This design comes from an exercise in tuning for small area on the open sky130 flow, not from production work. Only simulation tests tie the RTL to the original design; equivalence was not proved. Power figures rest on the tool's default switching activity, not on a simulated workload.

## red
==> flow/design.v (excerpt) <==
module rv_core (
  input  logic                CLK,
  input  logic                RST,
  input  rv_isa_pkg::instr_t  instr,        
  input  logic [32-1:0] mem_rdata,    
  output logic [32-1:0] pc,           
  output logic [32-1:0] alu_result,   
  output logic [32-1:0] write_data,   
  output logic                mem_write     
);
For scale: about 0.044 mm^2 of cells after synthesis.
clock: 10.5 ns
lec_check: 0
cap_margin: 0
core_margin: 2
core_utilization: 45
cts_buf_list: sky130_fd_sc_hd__clkbuf_16
cts_cluster_diameter: 60
cts_cluster_size: 25
slew_margin: 0
synth_hierarchical: 1
synth_minimum_keep_size: 0
standard.sh (not shown) runs the stock make flow with config.mk's settings and CLKGATE_MAP_FILE= SYNTH_SCRIPT=/design/flow/synth_recipe.tcl, a recipe that flattens the netlist after the stock synthesis.
==> flow/flow/run.sh <==
#!/bin/bash
# The standard layout (standard.sh, the standard flow's own ORFS run) with two changes:
# ports are buffered with buf_1 instead of the flow's default delay cell,
# clock tree synthesis adds no dummy loads, and gates off the
# critical paths are downsized after global routing (RECOVER_POWER).
set -euo pipefail
export BUFFER_PORTS_ARGS="-buffer_cell sky130_fd_sc_hd__buf_1"
export CTS_ARGS="-sink_clustering_enable -repair_clock_nets -dont_use_dummy_load -sink_clustering_size 25 -sink_clustering_max_diameter 60 -buf_list sky130_fd_sc_hd__clkbuf_16"
export RECOVER_POWER=100
bash standard.sh > standard.log 2>&1
The final report for red shows a completed flow and a layout that fails verification, specifically max-capacitance violations, max-slew violations, negative setup slack.
#### Input delta (blue over red)
- CTS_CLUSTER_SIZE: 25 -> 14
- CTS_BUF_LIST: sky130_fd_sc_hd__clkbuf_16 -> sky130_fd_sc_hd__clkbuf_8
- CTS_CLUSTER_DIAMETER: 60 -> 50
diff --git a/flow/flow/run.sh b/flow/flow/run.sh
--- a/flow/flow/run.sh
+++ b/flow/flow/run.sh
@@ -2 +2 @@
-# The standard layout (standard.sh, the standard flow's own ORFS run) with two changes:
+# The standard layout (standard.sh, the standard flow's own ORFS run) with these changes:
@@ -8 +8 @@
-export CTS_ARGS="-sink_clustering_enable -repair_clock_nets -dont_use_dummy_load -sink_clustering_size 25 -sink_clustering_max_diameter 60 -buf_list sky130_fd_sc_hd__clkbuf_16"
+export CTS_ARGS="-sink_clustering_enable -repair_clock_nets -dont_use_dummy_load -sink_clustering_size 14 -sink_clustering_max_diameter 50 -buf_list sky130_fd_sc_hd__clkbuf_8"
[summary]
Any difference in final routed wirelength across all metal layers between red and blue is small enough to ignore. blue falls short of red in first-iteration DRC count. Between red and blue, the post-route clock period utilization is lower for red. Diff red -> blue: sequential fraction of total cell area now sits higher, CTS buffer count picked up an extra 45%. Fraction of standard cell area in multi-input logic (higher): blue. Ran to the end and failed final checks on max-capacitance violations, max-slew violations, negative setup slack: red. Although blue finished all stages, its layout failed final checks on max-capacitance violations, max-slew violations, negative setup slack.


## run A
rv_core, a different RTL version from the one above (not shown whole).
For scale: roughly 0.044 mm2 of cells after synthesis.
export LEC_CHECK = 0
export CAP_MARGIN = 20
export CORE_MARGIN = 2
export CORE_UTILIZATION = 45
export CTS_BUF_LIST = sky130_fd_sc_hd__clkbuf_8
export CTS_CLUSTER_DIAMETER = 50
export CTS_CLUSTER_SIZE = 14
export SLEW_MARGIN = 20
export SYNTH_HIERARCHICAL = 1
export SYNTH_MINIMUM_KEEP_SIZE = 0
create_clock -name core_clock -period 10.5 [get_ports {CLK}]
==> flow/flow/run.sh <==
#!/bin/bash
# The standard layout (standard.sh, the standard flow's own ORFS run) with two changes:
# ports are buffered with buf_1 instead of the flow's default delay cell,
# and clock tree synthesis adds no dummy loads.
set -euo pipefail
export BUFFER_PORTS_ARGS="-buffer_cell sky130_fd_sc_hd__buf_1"
export CTS_ARGS="-sink_clustering_enable -repair_clock_nets -dont_use_dummy_load -sink_clustering_size 14 -sink_clustering_max_diameter 50 -buf_list sky130_fd_sc_hd__clkbuf_8"
bash standard.sh > standard.log 2>&1
The inputs of run B differ from those of run A as listed below.
Settings: SLEW_MARGIN now 0, was 20; CAP_MARGIN now 0, was 20.
==> flow/flow/run.sh <==
#!/bin/bash
# The standard layout (standard.sh, the standard flow's own ORFS run) with these changes:
# ports are buffered with buf_1 instead of the flow's default delay cell,
# clock tree synthesis adds no dummy loads, and gates off the
# critical paths are downsized after global routing (RECOVER_POWER).
set -euo pipefail
export BUFFER_PORTS_ARGS="-buffer_cell sky130_fd_sc_hd__buf_1"
export CTS_ARGS="-sink_clustering_enable -repair_clock_nets -dont_use_dummy_load -sink_clustering_size 14 -sink_clustering_max_diameter 50 -buf_list sky130_fd_sc_hd__clkbuf_8"
export RECOVER_POWER=100
bash standard.sh > standard.log 2>&1
- Run B finished every stage; the final checks, however, were not passed, the failures being capacitance limit, slew limit.
- Any difference in final cell count without fillers between run A and run B is small enough to ignore.
- Lower antenna diode instance count among run B and run A: run A
- Total chip power across run B and run A: no real change.
- Power consumed by the clock network is higher on run B
- Relative to run A, sequential share of layout area increased by 0.39 points in run B.
[inputs] run C vs run B
Settings: a change of CORE_UTILIZATION from 45 to 40.
==> flow/flow/run.sh <==
#!/bin/bash
# The standard layout (standard.sh, the standard flow's own ORFS run) with two changes:
# ports are buffered with buf_1 instead of the flow's default delay cell,
# and clock tree synthesis adds no dummy loads.
set -euo pipefail
export BUFFER_PORTS_ARGS="-buffer_cell sky130_fd_sc_hd__buf_1"
export CTS_ARGS="-sink_clustering_enable -repair_clock_nets -dont_use_dummy_load -sink_clustering_size 14 -sink_clustering_max_diameter 50 -buf_list sky130_fd_sc_hd__clkbuf_8"
bash standard.sh > standard.log 2>&1
## What came out
Run C vs run B: wire length of the first global-routing pass down. Sort run C and run B by final cell count asc -> top: run B. Looking at portion of the layout cell area used by non-clock buffers, run C sits above run B. Compared with run B, in run C part of the power in combinational logic went up, placed cell area moved up. Clock latency on the worst-skew pair essentially unchanged between run C and run B. For power, run C and run B come out practically identical. Run C finished all stages; layout check result: FAIL, due to setup timing. Against run B, run C reports a wire length that is lower. Run C vs run B: combinational power up in run C.

[afterwards: timing with drivers on the ports]
No port has a modelled driver above. Below, the same layouts with a new extraction and two added sets of constraints. Step 1, drivers: a clkbuf_16 drives CLK and a buf_2 each remaining input, both assumed. Step 2 moves the port delays by t, midway between the first and last clock arrival at a register: inputs arrive t later, outputs are due t later. That takes back most of the time a late clock gives input paths. a / b / c = no drivers / after step 1 / after step 2; a / b = the first two.
| run | t (ns) | slack for setup (ns) | hold WS [ns] | worst data-port slew with drivers (ns) |
|---|---|---|---|---|
| red | 0.730 | -0.085 / -0.109 / -0.109 | 0.676 / 0.676 / 0.676 | 0.16 |
| blue | 0.859 | -0.125 / -0.150 / -0.150 | 0.680 / 0.680 / 0.680 | 0.16 |
| run A | 0.824 | 0.466 / 0.340 / 0.340 | 0.618 / 0.618 / 0.618 | 0.17 |
| run B | 0.820 | 0.347 / 0.231 / -0.255 | 0.596 / 0.596 / 0.596 | 0.20 |
| run C | 0.830 | -0.001 / -0.027 / -0.027 | 0.595 / 0.595 / 0.595 | 0.18 |
For run B, which loses most, drivers alone change the setup slack by -0.116 ns; drivers and shift together by -0.602 ns.
